This is an optimization exercise on Yosys and OpenROAD, whose aim is small area, a short achievable clock period and few clock cycles per item, not a production implementation. In this exercise RTL edits were held to simulation tests only and were not proved equivalent to the original. No activity file was given, so power comes from the tool's default toggle rates.

== v6 ==
## matvec_top
module matvec_top (
    input  logic        clk,
    input  logic        reset,
    input  logic        input_valid,
    output logic        input_ready,
    input  logic [13:0] input_data,
    input  logic        new_matrix,
    output logic        output_valid,
    input  logic        output_ready,
    output logic [27:0] output_data
);
Size: about 7800 cells after synthesis, roughly 2600 flip-flops, about 49 I/O pins, roughly 100000 um^2 of cells after synthesis.
clock: 7.0 ns
lec_check: 0
cap_margin: 20
core_margin: 2
core_utilization: 70
cts_cluster_diameter: 100
cts_cluster_size: 25
setup_slack_margin: 4.3
slew_margin: 20
synth_hierarchical: 1
run.sh (not shown) runs the stock make flow with config.mk's settings and CLKGATE_MAP_FILE= SYNTH_SCRIPT=/design/flow/synth_recipe.tcl, a recipe that flattens the netlist after the stock synthesis.
Testbench counts of v6, summed over its fixed seeds: cycles 8,304, items 4,096.
The inputs of v7 differ from those of v6 as listed below.
diff --git a/flow/design.v b/flow/design.v
--- a/flow/design.v
+++ b/flow/design.v
@@ -805,45 +805,42 @@
     output logic [27:0] output_data,
     output logic        empty
 );
     localparam int N = 11;
     logic [27:0] q [N];
     logic [3:0]  cnt;
     logic [3:0]  old_pos;      
     logic        o_v;
     logic [27:0] o_d;
     logic        o_free, take, bypass, wr;
-    logic [3:0]  cnt_n;
     assign o_free = !o_v || output_ready;
-    assign take   = o_free && !empty && (old_pos == 4'(N - 1));
-    assign bypass = in_valid && empty && o_free;
+    assign take   = o_free && (cnt != 4'd0) && (old_pos == 4'(N - 1));
+    assign bypass = in_valid && (cnt == 4'd0) && o_free;
     assign wr     = in_valid && !bypass;
-    assign cnt_n  = cnt + {3'd0, wr} - {3'd0, take};
     assign output_valid = o_v;
     assign output_data  = o_d;
+    assign empty        = (cnt == 4'd0);
     always_ff @(posedge clk) begin
         q[0] <= wr ? in_data : q[N - 1];
         for (int i = 1; i < N; i++) q[i] <= q[i - 1];
         o_d <= (o_d & {28{!(take || bypass)}}) | (q[N - 1] & {28{take}})
              | (in_data & {28{bypass && !take}});
         if (reset) begin
             o_v     <= 1'b0;
             cnt     <= 4'd0;
-            empty   <= 1'b1;
             old_pos <= 4'd0;
         end else begin
             o_v <= take || bypass || (o_v && !output_ready);
-            cnt   <= cnt_n;
-            empty <= (cnt_n == 4'd0);
+            cnt <= cnt + {3'd0, wr} - {3'd0, take};
             if (take)
                 old_pos <= (cnt > 4'd1) ? 4'(N - 1) : 4'd0;
-            else if (empty || old_pos == 4'(N - 1))
+            else if (cnt == 4'd0 || old_pos == 4'(N - 1))
                 old_pos <= 4'd0;
             else
                 old_pos <= old_pos + 4'd1;
         end
     end
 endmodule
 `timescale 1ns/1ps
 module matvec_top (
     input  logic        clk,
     input  logic        reset,
@@ -921,47 +918,47 @@
     operand_banks operand_banks_i (
         .clk   (clk),
         .in_q  (in_q),
         .mwr   (mwr_q),
         .vwr   (vwr_q),
         .rings (taps),
         .vhead (vhead)
     );
     logic [2:0] col;
     logic       win_start;
-    logic [7:0] vv;             
+    logic [3:0] vcount;         
     logic       run_q, good_q;
     logic       run_now, good_now, col_ok, done;
     logic       commit;
     logic       pend_final;     
     logic       ring_empty;
     assign win_start = (col == 3'd0);
     assign commit    = ring_empty;
-    assign run_now   = win_start ? (commit && vv[0]) : run_q;
+    assign run_now   = win_start ? (commit && vcount != 4'd0) : run_q;
     assign good_now  = win_start ? 1'b1 : good_q;
-    assign col_ok    = run_now && good_now && vv[0];
+    assign col_ok    = run_now && good_now && (vcount > {1'b0, col});
     assign done      = col_ok && (col == 3'd7);
     assign win_run   = run_now;
     always_ff @(posedge clk) begin
         if (reset) col <= 3'd6;
         else       col <= col + 3'd1;
     end
     always_ff @(posedge clk) begin
         if (reset) begin
-            vv         <= 8'd0;
+            vcount     <= 4'd0;
             run_q      <= 1'b0;
             good_q     <= 1'b0;
             pend_final <= 1'b0;
         end else begin
-            vv         <= {vv[6:0] & {7{!done}}, vwr_q | (vv[7] & !done)};
+            vcount     <= (done ? 4'd0 : vcount) + {3'd0, vwr_q};
             run_q      <= run_now;
-            good_q     <= good_now && vv[0];
+            good_q     <= good_now && (vcount > {1'b0, col});
             if (done)
                 pend_final <= 1'b1;
             else if (win_start && commit)
                 pend_final <= 1'b0;
         end
     end
     logic [20:0] enc_n;
     logic [20:0] enc [8];
     logic [7:0]  first_d;
     logic [8:0]  mv_d;         
@@ -995,40 +992,38 @@
             .clk   (clk),
             .one   (enc[r][6:0]),
             .two   (enc[r][13:7]),
             .neg   (enc[r][20:14]),
             .m     (taps[112 * r + 14 * ((r + 1) % 8) +: 14]),
             .first (first_d[r]),
             .acc_s (acc_s[r]),
             .acc_c (acc_c[r])
         );
     end
-    logic [14:0] f_lo;
-    logic [13:0] f_hs, f_hc;
+    logic [27:0] f_s, f_c;
     logic        f_v;
     logic [27:0] sel_s, sel_c;
     always_comb begin
         sel_s = '0;
         sel_c = '0;
         for (int r = 0; r < 8; r++) begin
             sel_s = sel_s | (acc_s[r] & {28{mv_d[r + 1]}});
             sel_c = sel_c | (acc_c[r] & {28{mv_d[r + 1]}});
         end
     end
     always_ff @(posedge clk) begin
-        f_lo <= {1'b0, sel_s[13:0]} + {1'b0, sel_c[13:0]};
-        f_hs <= sel_s[27:14];
-        f_hc <= sel_c[27:14];
+        f_s <= sel_s;
+        f_c <= sel_c;
         if (reset) f_v <= 1'b0;
         else       f_v <= |mv_d[8:1];
     end
     result_fifo result_fifo_i (
         .clk          (clk),
         .reset        (reset),
         .in_valid     (f_v),
-        .in_data      ({f_hs + f_hc + {13'd0, f_lo[14]}, f_lo[13:0]}),
+        .in_data      (f_s + f_c),
         .output_ready (output_ready),
         .output_valid (output_valid),
         .output_data  (output_data),
         .empty        (ring_empty)
     );
 endmodule
## What came out
Non-clock buffer count: v7 vs v6 up 6.1%
v7 vs. v6: hold slack now sits higher, portion of total power attributed to combinational logic -1.5 points, layout buffering overhead excluding clock cells shows no meaningful change, fmax higher.
Between v7 and v6, the difference in total wire length after detailed routing is negligible.
On longest individual stage delay on the worst path: between v7 and v6, it ends up higher for v6.
Taking v6 as the reference point, the post-layout instance area of v7 rises by 0.33%.
Between v7 and v6, the part of the power in the clock network is higher for v7.
v7: cell depth of the worst setup path higher than v6
Ratio of routed vias to standard cells: v7 vs v6 up about 0.33%
Of the two values seen for slowest cell on the critical path, or3b_4 was produced by v7 and fa_1 by v6.
Testbench counts of v7, summed over its fixed seeds: cycles 8,304, items 4,096.


matvec_top with an RTL version that a note above also has.
For scale: about 7800 cells after synthesis, roughly 2600 flip-flops, roughly 49 I/O pins, about 0.10 mm^2 of cells after synthesis.
==> module result_fifo, before the edit <==
module result_fifo (
    input  logic        clk,
    input  logic        reset,
    input  logic        in_valid,
    input  logic [27:0] in_data,
    input  logic        output_ready,
    output logic        output_valid,
    output logic [27:0] output_data,
    output logic        empty
);
    localparam int N = 11;
    logic [27:0] q [N];
    logic [3:0]  cnt;
    logic [3:0]  old_pos;      
    logic        o_v;
    logic [27:0] o_d;
    logic        o_free, take, bypass, wr;
    assign o_free = !o_v || output_ready;
    assign take   = o_free && (cnt != 4'd0) && (old_pos == 4'(N - 1));
    assign bypass = in_valid && (cnt == 4'd0) && o_free;
    assign wr     = in_valid && !bypass;
    assign output_valid = o_v;
    assign output_data  = o_d;
    assign empty        = (cnt == 4'd0);
    always_ff @(posedge clk) begin
        q[0] <= wr ? in_data : q[N - 1];
        for (int i = 1; i < N; i++) q[i] <= q[i - 1];
        o_d <= (o_d & {28{!(take || bypass)}}) | (q[N - 1] & {28{take}})
             | (in_data & {28{bypass && !take}});
        if (reset) begin
            o_v     <= 1'b0;
            cnt     <= 4'd0;
            old_pos <= 4'd0;
        end else begin
            o_v <= take || bypass || (o_v && !output_ready);
            cnt <= cnt + {3'd0, wr} - {3'd0, take};
            if (take)
                old_pos <= (cnt > 4'd1) ? 4'(N - 1) : 4'd0;
            else if (cnt == 4'd0 || old_pos == 4'(N - 1))
                old_pos <= 4'd0;
            else
                old_pos <= old_pos + 4'd1;
        end
    end
endmodule
==> module matvec_top, before the edit <==
module matvec_top (
    input  logic        clk,
    input  logic        reset,
    input  logic        input_valid,
    output logic        input_ready,
    input  logic [13:0] input_data,
    input  logic        new_matrix,
    output logic        output_valid,
    input  logic        output_ready,
    output logic [27:0] output_data
);
    logic [2:0] ph;
    always_ff @(posedge clk) begin
        if (reset) ph <= 3'd0;
        else       ph <= ph + 3'd1;
    end
    logic        rdy_q;
    logic        acc_in;
    logic        ld_open, ld_mat;
    logic [5:0]  wcnt;
    logic        guar;
    logic        ld_open_n, ld_mat_n, guar_n, rdy_n;
    logic [5:0]  wcnt_n;
    logic        is_mword, is_vword;
    logic [13:0] in_q;
    logic [7:0]  mwr_q;
    logic        vwr_q;
    logic        win_run;    
    assign input_ready = rdy_q;
    assign acc_in = input_valid & rdy_q;
    always_comb begin
        ld_open_n = ld_open;
        ld_mat_n  = ld_mat;
        wcnt_n    = wcnt;
        is_mword  = 1'b0;
        is_vword  = 1'b0;
        if (acc_in) begin
            if (ld_open ? new_matrix : ld_mat) begin
                is_mword  = 1'b1;
                ld_open_n = 1'b0;
                ld_mat_n  = (wcnt != 6'd63);
                wcnt_n    = wcnt + 6'd1;
            end else begin
                is_vword  = 1'b1;
                ld_open_n = (wcnt[2:0] == 3'd7);
                ld_mat_n  = 1'b0;
                wcnt_n    = {3'd0, wcnt[2:0] + 3'd1};
            end
        end
        guar_n = (acc_in && ld_open) ? 1'b0 : (guar | (ld_open_n & win_run));
        rdy_n = ((ph + 3'd1) == wcnt_n[2:0]) && (!ld_open_n || guar_n);
    end
    always_ff @(posedge clk) begin
        if (reset) begin
            ld_open <= 1'b1;
            ld_mat  <= 1'b0;
            wcnt    <= 6'd0;
            guar    <= 1'b1;
            rdy_q   <= 1'b1;
            mwr_q   <= 8'd0;
            vwr_q   <= 1'b0;
        end else begin
            ld_open <= ld_open_n;
            ld_mat  <= ld_mat_n;
            wcnt    <= wcnt_n;
            guar    <= guar_n;
            rdy_q   <= rdy_n;
            mwr_q   <= is_mword ? (8'd1 << wcnt[5:3]) : 8'd0;
            vwr_q   <= is_vword;
        end
        in_q <= input_data;
    end
    logic [14*8*8-1:0] taps;    
    logic [13:0]       vhead;
    operand_banks operand_banks_i (
        .clk   (clk),
        .in_q  (in_q),
        .mwr   (mwr_q),
        .vwr   (vwr_q),
        .rings (taps),
        .vhead (vhead)
    );
    logic [2:0] col;
    logic       win_start;
    logic [3:0] vcount;         
    logic       run_q, good_q;
    logic       run_now, good_now, col_ok, done;
    logic       commit;
    logic       pend_final;     
    logic       ring_empty;
    assign win_start = (col == 3'd0);
    assign commit    = ring_empty;
    assign run_now   = win_start ? (commit && vcount != 4'd0) : run_q;
    assign good_now  = win_start ? 1'b1 : good_q;
    assign col_ok    = run_now && good_now && (vcount > {1'b0, col});
    assign done      = col_ok && (col == 3'd7);
    assign win_run   = run_now;
    always_ff @(posedge clk) begin
        if (reset) col <= 3'd6;
        else       col <= col + 3'd1;
    end
    always_ff @(posedge clk) begin
        if (reset) begin
            vcount     <= 4'd0;
            run_q      <= 1'b0;
            good_q     <= 1'b0;
            pend_final <= 1'b0;
        end else begin
            vcount     <= (done ? 4'd0 : vcount) + {3'd0, vwr_q};
            run_q      <= run_now;
            good_q     <= good_now && (vcount > {1'b0, col});
            if (done)
                pend_final <= 1'b1;
            else if (win_start && commit)
                pend_final <= 1'b0;
        end
    end
    logic [20:0] enc_n;
    logic [20:0] enc [8];
    logic [7:0]  first_d;
    logic [8:0]  mv_d;         
    always_comb begin
        for (int k = 0; k < 7; k++) begin
            logic b2, b1, b0;
            b2 = vhead[2 * k + 1];
            b1 = vhead[2 * k];
            b0 = (k == 0) ? 1'b0 : vhead[2 * k - 1];
            enc_n[k]      = b1 ^ b0;                                   
            enc_n[7 + k]  = (b2 & ~b1 & ~b0) | (~b2 & b1 & b0);        
            enc_n[14 + k] = b2 & ~(b1 & b0);                           
        end
        if (!col_ok) enc_n = '0;
    end
    always_ff @(posedge clk) begin
        enc[0] <= enc_n;
        for (int r = 1; r < 8; r++) enc[r] <= enc[r - 1];
        if (reset) begin
            first_d <= 8'd0;
            mv_d    <= 9'd0;
        end else begin
            first_d <= {first_d[6:0], win_start && commit};
            mv_d    <= {mv_d[7:0], win_start && commit && pend_final};
        end
    end
    logic [27:0] acc_s [8];
    logic [27:0] acc_c [8];
    for (genvar r = 0; r < 8; r++) begin : g_row
        mac_row mac_i (
            .clk   (clk),
            .one   (enc[r][6:0]),
            .two   (enc[r][13:7]),
            .neg   (enc[r][20:14]),
            .m     (taps[112 * r + 14 * ((r + 1) % 8) +: 14]),
            .first (first_d[r]),
            .acc_s (acc_s[r]),
            .acc_c (acc_c[r])
        );
    end
    logic [27:0] f_s, f_c;
    logic        f_v;
    logic [27:0] sel_s, sel_c;
    always_comb begin
        sel_s = '0;
        sel_c = '0;
        for (int r = 0; r < 8; r++) begin
            sel_s = sel_s | (acc_s[r] & {28{mv_d[r + 1]}});
            sel_c = sel_c | (acc_c[r] & {28{mv_d[r + 1]}});
        end
    end
    always_ff @(posedge clk) begin
        f_s <= sel_s;
        f_c <= sel_c;
        if (reset) f_v <= 1'b0;
        else       f_v <= |mv_d[8:1];
    end
    result_fifo result_fifo_i (
        .clk          (clk),
        .reset        (reset),
        .in_valid     (f_v),
        .in_data      (f_s + f_c),
        .output_ready (output_ready),
        .output_valid (output_valid),
        .output_data  (output_data),
        .empty        (ring_empty)
    );
endmodule
Settings: LEC_CHECK=0, CAP_MARGIN=20, CORE_MARGIN=2, CORE_UTILIZATION=60, CTS_CLUSTER_DIAMETER=100, CTS_CLUSTER_SIZE=25, SETUP_SLACK_MARGIN=4.3, SLEW_MARGIN=20, SYNTH_HIERARCHICAL=1; clock period 7.0 ns.
Testbench counts at the start, summed over its fixed seeds: cycles 8,304, items 4,096.
Rerun with:
--- a/flow/design.v
+++ b/flow/design.v
@@ -805,7 +805,7 @@
     output logic [27:0] output_data,
     output logic        empty
 );
-    localparam int N = 11;
+    localparam int N = 10;
     logic [27:0] q [N];
     logic [3:0]  cnt;
     logic [3:0]  old_pos;      
@@ -822,8 +822,10 @@
     always_ff @(posedge clk) begin
         q[0] <= wr ? in_data : q[N - 1];
         for (int i = 1; i < N; i++) q[i] <= q[i - 1];
-        o_d <= (o_d & {28{!(take || bypass)}}) | (q[N - 1] & {28{take}})
-             | (in_data & {28{bypass && !take}});
+        if (take)
+            o_d <= q[N - 1];
+        else if (bypass)
+            o_d <= in_data;
         if (reset) begin
             o_v     <= 1'b0;
             cnt     <= 4'd0;
@@ -999,8 +1001,6 @@
             .acc_c (acc_c[r])
         );
     end
-    logic [27:0] f_s, f_c;
-    logic        f_v;
     logic [27:0] sel_s, sel_c;
     always_comb begin
         sel_s = '0;
@@ -1010,17 +1010,11 @@
             sel_c = sel_c | (acc_c[r] & {28{mv_d[r + 1]}});
         end
     end
-    always_ff @(posedge clk) begin
-        f_s <= sel_s;
-        f_c <= sel_c;
-        if (reset) f_v <= 1'b0;
-        else       f_v <= |mv_d[8:1];
-    end
     result_fifo result_fifo_i (
         .clk          (clk),
         .reset        (reset),
-        .in_valid     (f_v),
-        .in_data      (f_s + f_c),
+        .in_valid     (|mv_d[8:1]),
+        .in_data      (sel_s + sel_c),
         .output_ready (output_ready),
         .output_valid (output_valid),
         .output_data  (output_data),
Die area drops by 2.1%.
Non-clock buffer count climbs by 31.
Setup slack gets worse by 0.81 ns.
Synthesized cell count drops by 3.0%.
Synthesized area drops by 2.1%.
Sequential cell count drops by 85.
Final area drops by 1.2%.
Critical path depth climbs by 3.
Sequential power is about the same.
Maximum frequency drops by 23%.
Testbench counts after the change, summed over its fixed seeds: cycles 8,296, items 4,096.

## afterwards: timing with drivers on the ports
No port has a modelled driver above. Below, the same layouts with a new extraction and two added sets of constraints.
Step 1 (the two cells are an assumption about what drives the block):
set clk [get_ports {clk}]
set_driving_cell -lib_cell sky130_fd_sc_hd__clkbuf_16 $clk
set_driving_cell -lib_cell sky130_fd_sc_hd__buf_2 [delete_from_list [all_inputs] $clk]
Step 2 adds t to the input delays and takes it off the output delays; t is the mean of the earliest and latest rising clock arrival at the registers after step 1. Input paths then give back, and output paths get back, about the clock's delay inside the block.
a / b / c = no drivers / after step 1 / after step 2; a / b = the first two.
run	t (ns)	setup slack, ns	hold WS [ns]	worst setup path at the end	worst data-port slew with drivers (ns)
v6	0.859	4.127 / 4.196 / 3.336	0.307 / 0.307 / 0.307	input to register	0.03
v7	0.862	4.273 / 4.231 / 3.678	0.317 / 0.317 / 0.317	input to register	0.03
the first run of note 2	0.905	4.241 / 4.184 / 3.678	0.294 / 0.294 / 0.294	input to register	0.03
the second run of note 2	0.887	3.430 / 3.430 / 3.430	0.318 / 0.318 / 0.318	register to register	0.04
After both steps every run listed still meets setup and hold. The setup slack of v6, which loses most, moves by +0.069 ns with the drivers and by -0.791 ns with both steps.
